Source: an optimization exercise on an open RTL-to-GDS flow (aim: small area). Production flows keep margins and buffers that such runs may drop.
At most, simulation tests tie the RTL to the original design; equivalence was not proved.
Power figures rest on the tool's default switching activity, not on a simulated workload.

Design memory_system, start of the top module:
module memory_system (
  input  logic         Clk,
  input  logic         Reset,
  input  logic [7:0]   address,
  input  logic [7:0]   data_in,
  input  logic         write,
  output logic [7:0]   from_memory,
  input  logic [127:0] port_in,
  output logic [127:0] port_out,
  input  logic         ld_start,
  input  logic         ld_valid,
  input  logic [7:0]   ld_data,
  input  logic         ld_last,
  output logic         ld_ready,
  output logic         ld_done,
  output logic         cpu_hold
);
==> module memory_system, before the edit <==
module memory_system (
  input  logic         Clk,
  input  logic         Reset,
  input  logic [7:0]   address,
  input  logic [7:0]   data_in,
  input  logic         write,
  output logic [7:0]   from_memory,
  input  logic [127:0] port_in,
  output logic [127:0] port_out,
  input  logic         ld_start,
  input  logic         ld_valid,
  input  logic [7:0]   ld_data,
  input  logic         ld_last,
  output logic         ld_ready,
  output logic         ld_done,
  output logic         cpu_hold
);
  logic [7:0]   rom [128];
  logic [7:0]   ram [96];
  logic [127:0] port_out_q;
  logic [127:0] sync0, sync1;
  logic [1:0]   sync_ok;
  logic         s_load, s_done;
  logic [6:0]   ld_ptr;
  logic         rom_wr;
  assign port_out = port_out_q;
  assign ld_ready = s_load;
  assign ld_done  = s_done;
  assign cpu_hold = s_load | s_done;
  assign rom_wr   = s_load & ld_valid;
  logic [7:0] bytes [256];
  always_comb begin
    for (int i = 0; i < 128; i++) bytes[i]       = rom[i];
    for (int i = 0; i < 96; i++)  bytes[128 + i] = ram[i];
    for (int i = 0; i < 16; i++)  bytes[224 + i] = port_out_q[8*i +: 8];
    for (int i = 0; i < 16; i++)  bytes[240 + i] = sync1[8*i +: 8];
  end
  logic [7:0]  rd_data;
  logic [15:0] lo_sel, hi_sel, hi_sel_n;
  logic [15:0] lo_sel_q [4];
  for (genvar q = 0; q < 4; q++) begin : g_lodec
    memsys_dec4 u_d (.a(address[3:0]), .y(lo_sel_q[q]));
  end
  always_comb begin
    for (int i = 0; i < 16; i++) begin
      lo_sel[i] = address[3:0] == 4'(i);
      hi_sel[i] = address[7:4] == 4'(i);
    end
    hi_sel[15] = hi_sel[15] & sync_ok[1];
    hi_sel_n   = ~hi_sel;
  end
  logic [15:0] grp_n [8];
  for (genvar b = 0; b < 8; b++) begin : g_rdbit
    for (genvar g = 0; g < 16; g++) begin : g_rdgrp
      logic [15:0] d;
      for (genvar i = 0; i < 16; i++) begin : g_d
        assign d[i] = bytes[16*g + i][b];
      end
      memsys_rdgroup u_g (.sel(lo_sel_q[g/4]), .d(d), .hsel_n(hi_sel_n[g]), .y_n(grp_n[b][g]));
    end
    assign rd_data[b] = ~&grp_n[b];
  end
  logic [127:0] rom_en, rom_en_n;
  logic [95:0]  ram_en, ram_en_n;
  logic [15:0]  out_en, out_en_n;
  always_comb begin
    for (int i = 0; i < 128; i++) begin
      rom_en[i]   = rom_wr && ld_ptr == 7'(i);
      rom_en_n[i] = !rom_en[i];
    end
    for (int i = 0; i < 96; i++) begin
      ram_en[i]   = write && hi_sel[8 + i/16] && lo_sel[i%16];
      ram_en_n[i] = !ram_en[i];
    end
    for (int i = 0; i < 16; i++) begin
      out_en[i]   = write && hi_sel[14] && lo_sel[i];
      out_en_n[i] = !out_en[i];
    end
  end
  for (genvar i = 0; i < 128; i++) begin : g_rom
    memsys_byte u_b (.Clk(Clk), .d(ld_data), .en(rom_en[i]), .en_n(rom_en_n[i]), .q(rom[i]));
  end
  for (genvar i = 0; i < 96; i++) begin : g_ram
    memsys_byte u_b (.Clk(Clk), .d(data_in), .en(ram_en[i]), .en_n(ram_en_n[i]), .q(ram[i]));
  end
  for (genvar i = 0; i < 16; i++) begin : g_out
    memsys_byte_r u_b (.Clk(Clk), .Reset(Reset), .d(data_in), .en(out_en[i]), .en_n(out_en_n[i]),
                       .q(port_out_q[8*i +: 8]));
  end
  always_ff @(posedge Clk or negedge Reset) begin
    if (!Reset) begin
      from_memory <= 8'h00;
      sync_ok     <= 2'b00;
      s_load      <= 1'b0;
      s_done      <= 1'b0;
    end else begin
      from_memory <= rd_data;
      sync_ok <= {sync_ok[0], 1'b1};
      s_load  <= s_load ? !(ld_valid && (ld_last || ld_ptr == 7'd127)) : (!s_done && ld_start);
      s_done  <= s_load && ld_valid && (ld_last || ld_ptr == 7'd127);
    end
  end
  always_ff @(posedge Clk) begin
    sync0 <= port_in;
    sync1 <= sync0;
    ld_ptr <= s_load ? ld_ptr + 7'(ld_valid) : 7'd0;
  end
endmodule
==> module memsys_rdgroup, before the edit <==
module memsys_rdgroup (
  input  logic [15:0] sel,
  input  logic [15:0] d,
  input  logic        hsel_n,
  output logic        y_n
);
  logic [5:0] t_n;
  for (genvar k = 0; k < 5; k++) begin : g_aoi
    memsys_aoi222 u_a (.a(sel[3*k +: 3]), .b(d[3*k +: 3]), .y(t_n[k]));
  end
  assign t_n[5] = ~(sel[15] & d[15]);
  assign y_n    = ~(~&t_n & ~hsel_n);
endmodule
==> module memsys_dec4, before the edit <==
module memsys_dec4 (
  input  logic [3:0]  a,
  output logic [15:0] y
);
  always_comb begin
    for (int i = 0; i < 16; i++) y[i] = a == 4'(i);
  end
endmodule
clock: 5.0 ns
lec_check: 0
cap_margin: 20
core_margin: 2
core_utilization: 60
place_density: 0.72
slew_margin: 20
synth_hierarchical: 1
standard.sh (not shown) runs the stock make flow with config.mk's settings and CLKGATE_MAP_FILE= SYNTH_SCRIPT=/design/flow/synth_recipe.tcl, a recipe that flattens the netlist after the stock synthesis.
==> flow/flow/run.sh <==
#!/bin/bash
# Own layout flow: the standard ORFS flow with smaller port buffers and a
# leaner clock tree (larger sink clusters, no dummy loads). Synthesis is the
# standard one, unchanged.
set -euo pipefail
CTS="-sink_clustering_enable -repair_clock_nets -dont_use_dummy_load"
CTS="$CTS -sink_clustering_size 16 -sink_clustering_max_diameter 60"
CTS="$CTS -buf_list sky130_fd_sc_hd__clkbuf_8"
bash standard.sh \
  "BUFFER_PORTS_ARGS=-buffer_cell sky130_fd_sc_hd__buf_1" \
  "CTS_ARGS=$CTS" \
  MATCH_CELL_FOOTPRINT=0 \
  finish > standard_flow.log 2>&1
The starting point finished with timing, DRC and antenna clean.
==> next run, changes <==
--- a/flow/design.v
+++ b/flow/design.v
@@ -37,9 +37,5 @@
   end
   logic [7:0]  rd_data;
-  logic [15:0] lo_sel, hi_sel, hi_sel_n;
-  logic [15:0] lo_sel_q [4];
-  for (genvar q = 0; q < 4; q++) begin : g_lodec
-    memsys_dec4 u_d (.a(address[3:0]), .y(lo_sel_q[q]));
-  end
+  logic [15:0] lo_sel, hi_sel;
   always_comb begin
     for (int i = 0; i < 16; i++) begin
@@ -48,5 +44,4 @@
     end
     hi_sel[15] = hi_sel[15] & sync_ok[1];
-    hi_sel_n   = ~hi_sel;
   end
   logic [15:0] grp_n [8];
@@ -57,5 +52,5 @@
         assign d[i] = bytes[16*g + i][b];
       end
-      memsys_rdgroup u_g (.sel(lo_sel_q[g/4]), .d(d), .hsel_n(hi_sel_n[g]), .y_n(grp_n[b][g]));
+      memsys_rdgroup u_g (.sel(lo_sel), .d(d), .hsel(hi_sel[g]), .y_n(grp_n[b][g]));
     end
     assign rd_data[b] = ~&grp_n[b];
@@ -134,13 +129,16 @@
   input  logic [15:0] sel,
   input  logic [15:0] d,
-  input  logic        hsel_n,
+  input  logic        hsel,
   output logic        y_n
 );
   logic [5:0] t_n;
+  logic       u, v;
   for (genvar k = 0; k < 5; k++) begin : g_aoi
     memsys_aoi222 u_a (.a(sel[3*k +: 3]), .b(d[3*k +: 3]), .y(t_n[k]));
   end
   assign t_n[5] = ~(sel[15] & d[15]);
-  assign y_n    = ~(~&t_n & ~hsel_n);
+  memsys_nand3 u_u (.a(t_n[2:0]), .y(u));
+  memsys_nand3 u_v (.a(t_n[5:3]), .y(v));
+  assign y_n    = ~((u | v) & hsel);
 endmodule
 module memsys_aoi222 (
@@ -151,10 +149,8 @@
   assign y = ~((a[0] & b[0]) | (a[1] & b[1]) | (a[2] & b[2]));
 endmodule
-module memsys_dec4 (
-  input  logic [3:0]  a,
-  output logic [15:0] y
+module memsys_nand3 (
+  input  logic [2:0] a,
+  output logic       y
 );
-  always_comb begin
-    for (int i = 0; i < 16; i++) y[i] = a == 4'(i);
-  end
+  assign y = ~&a;
 endmodule
- The new run completed without violations
- global-route usage went up by 1.7 points
- combinational power shrinks by about 6%
- wire length is higher by about 2%
- sequential share of layout area went up by 0.80 points
- cell area decreases by 1.4%
- count of clock-buffer cells in the layout is unchanged
- clock skew drops by 0.0058 ns
- synthesized area fell by about 1.8%
Function not checked in the first run of this note: the RTL went through the layout flow alone.

---

The RTL this note starts from:
==> flow/design.v <==
module memory_system (
  input  logic         Clk,
  input  logic         Reset,
  input  logic [7:0]   address,
  input  logic [7:0]   data_in,
  input  logic         write,
  output logic [7:0]   from_memory,
  input  logic [127:0] port_in,
  output logic [127:0] port_out,
  input  logic         ld_start,
  input  logic         ld_valid,
  input  logic [7:0]   ld_data,
  input  logic         ld_last,
  output logic         ld_ready,
  output logic         ld_done,
  output logic         cpu_hold
);
  logic [7:0]   rom [128];
  logic [7:0]   ram [96];
  logic [127:0] port_out_q;
  logic [127:0] sync0, sync1;
  logic [1:0]   sync_ok;
  logic         s_load, s_done;
  logic [6:0]   ld_ptr;
  logic         rom_wr;
  assign port_out = port_out_q;
  assign ld_ready = s_load;
  assign ld_done  = s_done;
  assign cpu_hold = s_load | s_done;
  assign rom_wr   = s_load & ld_valid;
  logic [7:0] bytes [256];
  always_comb begin
    for (int i = 0; i < 128; i++) bytes[i]       = rom[i];
    for (int i = 0; i < 96; i++)  bytes[128 + i] = ram[i];
    for (int i = 0; i < 16; i++)  bytes[224 + i] = port_out_q[8*i +: 8];
    for (int i = 0; i < 16; i++)  bytes[240 + i] = sync1[8*i +: 8];
  end
  logic [7:0]  rd_data;
  logic [15:0] lo_sel, hi_sel, hi_sel_n;
  always_comb begin
    for (int i = 0; i < 16; i++) begin
      lo_sel[i] = address[3:0] == 4'(i);
      hi_sel[i] = address[7:4] == 4'(i);
    end
    hi_sel[15] = hi_sel[15] & sync_ok[1];
    hi_sel_n   = ~hi_sel;
  end
  logic [15:0] grp_n [8];
  for (genvar b = 0; b < 8; b++) begin : g_rdbit
    for (genvar g = 0; g < 16; g++) begin : g_rdgrp
      logic [15:0] d;
      for (genvar i = 0; i < 16; i++) begin : g_d
        assign d[i] = bytes[16*g + i][b];
      end
      memsys_rdgroup u_g (.sel(lo_sel), .d(d), .hsel_n(hi_sel_n[g]), .y_n(grp_n[b][g]));
    end
    assign rd_data[b] = ~&grp_n[b];
  end
  logic [127:0] rom_en, rom_en_n;
  logic [95:0]  ram_en, ram_en_n;
  logic [15:0]  out_en, out_en_n;
  always_comb begin
    for (int i = 0; i < 128; i++) begin
      rom_en[i]   = rom_wr && ld_ptr == 7'(i);
      rom_en_n[i] = !rom_en[i];
    end
    for (int i = 0; i < 96; i++) begin
      ram_en[i]   = write && hi_sel[8 + i/16] && lo_sel[i%16];
      ram_en_n[i] = !ram_en[i];
    end
    for (int i = 0; i < 16; i++) begin
      out_en[i]   = write && hi_sel[14] && lo_sel[i];
      out_en_n[i] = !out_en[i];
    end
  end
  for (genvar i = 0; i < 128; i++) begin : g_rom
    memsys_byte u_b (.Clk(Clk), .d(ld_data), .en(rom_en[i]), .en_n(rom_en_n[i]), .q(rom[i]));
  end
  for (genvar i = 0; i < 96; i++) begin : g_ram
    memsys_byte u_b (.Clk(Clk), .d(data_in), .en(ram_en[i]), .en_n(ram_en_n[i]), .q(ram[i]));
  end
  for (genvar i = 0; i < 16; i++) begin : g_out
    memsys_byte_r u_b (.Clk(Clk), .Reset(Reset), .d(data_in), .en(out_en[i]), .en_n(out_en_n[i]),
                       .q(port_out_q[8*i +: 8]));
  end
  always_ff @(posedge Clk or negedge Reset) begin
    if (!Reset) begin
      from_memory <= 8'h00;
      sync_ok     <= 2'b00;
      s_load      <= 1'b0;
      s_done      <= 1'b0;
    end else begin
      from_memory <= rd_data;
      sync_ok <= {sync_ok[0], 1'b1};
      s_load  <= s_load ? !(ld_valid && (ld_last || ld_ptr == 7'd127)) : (!s_done && ld_start);
      s_done  <= s_load && ld_valid && (ld_last || ld_ptr == 7'd127);
    end
  end
  always_ff @(posedge Clk) begin
    sync0 <= port_in;
    sync1 <= sync0;
    ld_ptr <= s_load ? ld_ptr + 7'(ld_valid) : 7'd0;
  end
endmodule
module memsys_byte (
  input  logic       Clk,
  input  logic [7:0] d,
  input  logic       en,
  input  logic       en_n,
  output logic [7:0] q
);
  always_ff @(posedge Clk) begin
    q <= (q & {8{en_n}}) | (d & {8{en}});
  end
endmodule
module memsys_byte_r (
  input  logic       Clk,
  input  logic       Reset,
  input  logic [7:0] d,
  input  logic       en,
  input  logic       en_n,
  output logic [7:0] q
);
  always_ff @(posedge Clk or negedge Reset) begin
    if (!Reset) q <= 8'h00;
    else        q <= (q & {8{en_n}}) | (d & {8{en}});
  end
endmodule
module memsys_rdgroup (
  input  logic [15:0] sel,
  input  logic [15:0] d,
  input  logic        hsel_n,
  output logic        y_n
);
  logic [5:0] t_n;
  for (genvar k = 0; k < 5; k++) begin : g_aoi
    memsys_aoi222 u_a (.a(sel[3*k +: 3]), .b(d[3*k +: 3]), .y(t_n[k]));
  end
  assign t_n[5] = ~(sel[15] & d[15]);
  assign y_n    = ~(~&t_n & ~hsel_n);
endmodule
module memsys_aoi222 (
  input  logic [2:0] a,
  input  logic [2:0] b,
  output logic       y
);
  assign y = ~((a[0] & b[0]) | (a[1] & b[1]) | (a[2] & b[2]));
endmodule
Settings: LEC_CHECK=0, CAP_MARGIN=20, CORE_MARGIN=2, CORE_UTILIZATION=60, PLACE_DENSITY=0.72, SLEW_MARGIN=20, SYNTH_HIERARCHICAL=1; clock period 5.0 ns.
Scripts as last shown in full above: flow/flow/run.sh
==> next run, changes <==
--- a/flow/design.v
+++ b/flow/design.v
@@ -36,24 +36,19 @@
     for (int i = 0; i < 16; i++)  bytes[240 + i] = sync1[8*i +: 8];
   end
-  logic [7:0]  rd_data;
-  logic [15:0] lo_sel, hi_sel, hi_sel_n;
+  logic [7:0]   rd_data;
+  logic [255:0] sel;
   always_comb begin
-    for (int i = 0; i < 16; i++) begin
-      lo_sel[i] = address[3:0] == 4'(i);
-      hi_sel[i] = address[7:4] == 4'(i);
+    for (int i = 0; i < 256; i++) sel[i] = address == 8'(i);
+    sel[255:240] = sel[255:240] & {16{sync_ok[1]}};
+  end
+  logic [85:0] t_n [8];
+  for (genvar b = 0; b < 8; b++) begin : g_rdbit
+    for (genvar k = 0; k < 85; k++) begin : g_aoi
+      memsys_aoi222 u_a (.a(sel[3*k +: 3]),
+                         .b({bytes[3*k + 2][b], bytes[3*k + 1][b], bytes[3*k][b]}),
+                         .y(t_n[b][k]));
     end
-    hi_sel[15] = hi_sel[15] & sync_ok[1];
-    hi_sel_n   = ~hi_sel;
-  end
-  logic [15:0] grp_n [8];
-  for (genvar b = 0; b < 8; b++) begin : g_rdbit
-    for (genvar g = 0; g < 16; g++) begin : g_rdgrp
-      logic [15:0] d;
-      for (genvar i = 0; i < 16; i++) begin : g_d
-        assign d[i] = bytes[16*g + i][b];
-      end
-      memsys_rdgroup u_g (.sel(lo_sel), .d(d), .hsel_n(hi_sel_n[g]), .y_n(grp_n[b][g]));
-    end
-    assign rd_data[b] = ~&grp_n[b];
+    assign t_n[b][85] = ~(sel[255] & bytes[255][b]);
+    assign rd_data[b] = ~&t_n[b];
   end
   logic [127:0] rom_en, rom_en_n;
@@ -66,9 +61,9 @@
     end
     for (int i = 0; i < 96; i++) begin
-      ram_en[i]   = write && hi_sel[8 + i/16] && lo_sel[i%16];
+      ram_en[i]   = write && address == 8'(128 + i);
       ram_en_n[i] = !ram_en[i];
     end
     for (int i = 0; i < 16; i++) begin
-      out_en[i]   = write && hi_sel[14] && lo_sel[i];
+      out_en[i]   = write && address == 8'(224 + i);
       out_en_n[i] = !out_en[i];
     end
@@ -127,17 +122,4 @@
   end
 endmodule
-module memsys_rdgroup (
-  input  logic [15:0] sel,
-  input  logic [15:0] d,
-  input  logic        hsel_n,
-  output logic        y_n
-);
-  logic [5:0] t_n;
-  for (genvar k = 0; k < 5; k++) begin : g_aoi
-    memsys_aoi222 u_a (.a(sel[3*k +: 3]), .b(d[3*k +: 3]), .y(t_n[k]));
-  end
-  assign t_n[5] = ~(sel[15] & d[15]);
-  assign y_n    = ~(~&t_n & ~hsel_n);
-endmodule
 module memsys_aoi222 (
   input  logic [2:0] a,
=>
- global-route usage rises by 1.2 points
- power goes down by 0.58%
- hold slack gets better by 0.026 ns
- clock skew goes down by 0.044 ns
- sequential power is about the same
- clock power stays flat
- via count rose by 0.72%
Only the layout flow was run in the second run of this note; the RTL was not checked for function there.

[port drivers added, routing unchanged]
Ports are ideal in the flow. The routed layouts listed here were re-timed in OpenROAD.
Step 1, drivers: a clkbuf_16 drives Clk and a buf_2 each remaining input, both assumed.
Step 2 moves the port delays by t, midway between the first and last clock arrival at a register: inputs arrive t later, outputs are due t later. That takes back most of the time a late clock gives input paths.
a / b / c = no drivers / after step 1 / after step 2; a / b = the first two.
| run | t (ns) | slack for setup (ns) | worst setup path after step 2 | slew at the worst register clock pin (ns) |
|---|---|---|---|---|
| the first run of note 1 | 0.992 | 1.153 / 1.187 / 0.195 | input to register | 0.11 / 0.11 |
| the second run of note 1 | 0.993 | 1.160 / 1.178 / 0.185 | input to register | 0.11 / 0.11 |
| the first run of note 2 | 0.976 | 1.257 / 1.308 / 0.332 | input to register | 0.11 / 0.11 |
| the second run of note 2 | 0.974 | 0.545 / 0.597 / -0.376 | input to register | 0.11 / 0.11 |
With both steps, setup timing fails in the second run of note 2, where it was met with ideal ports. The setup slack of the second run of note 1, which loses most, moves by +0.018 ns with the drivers and by -0.975 ns with both steps.
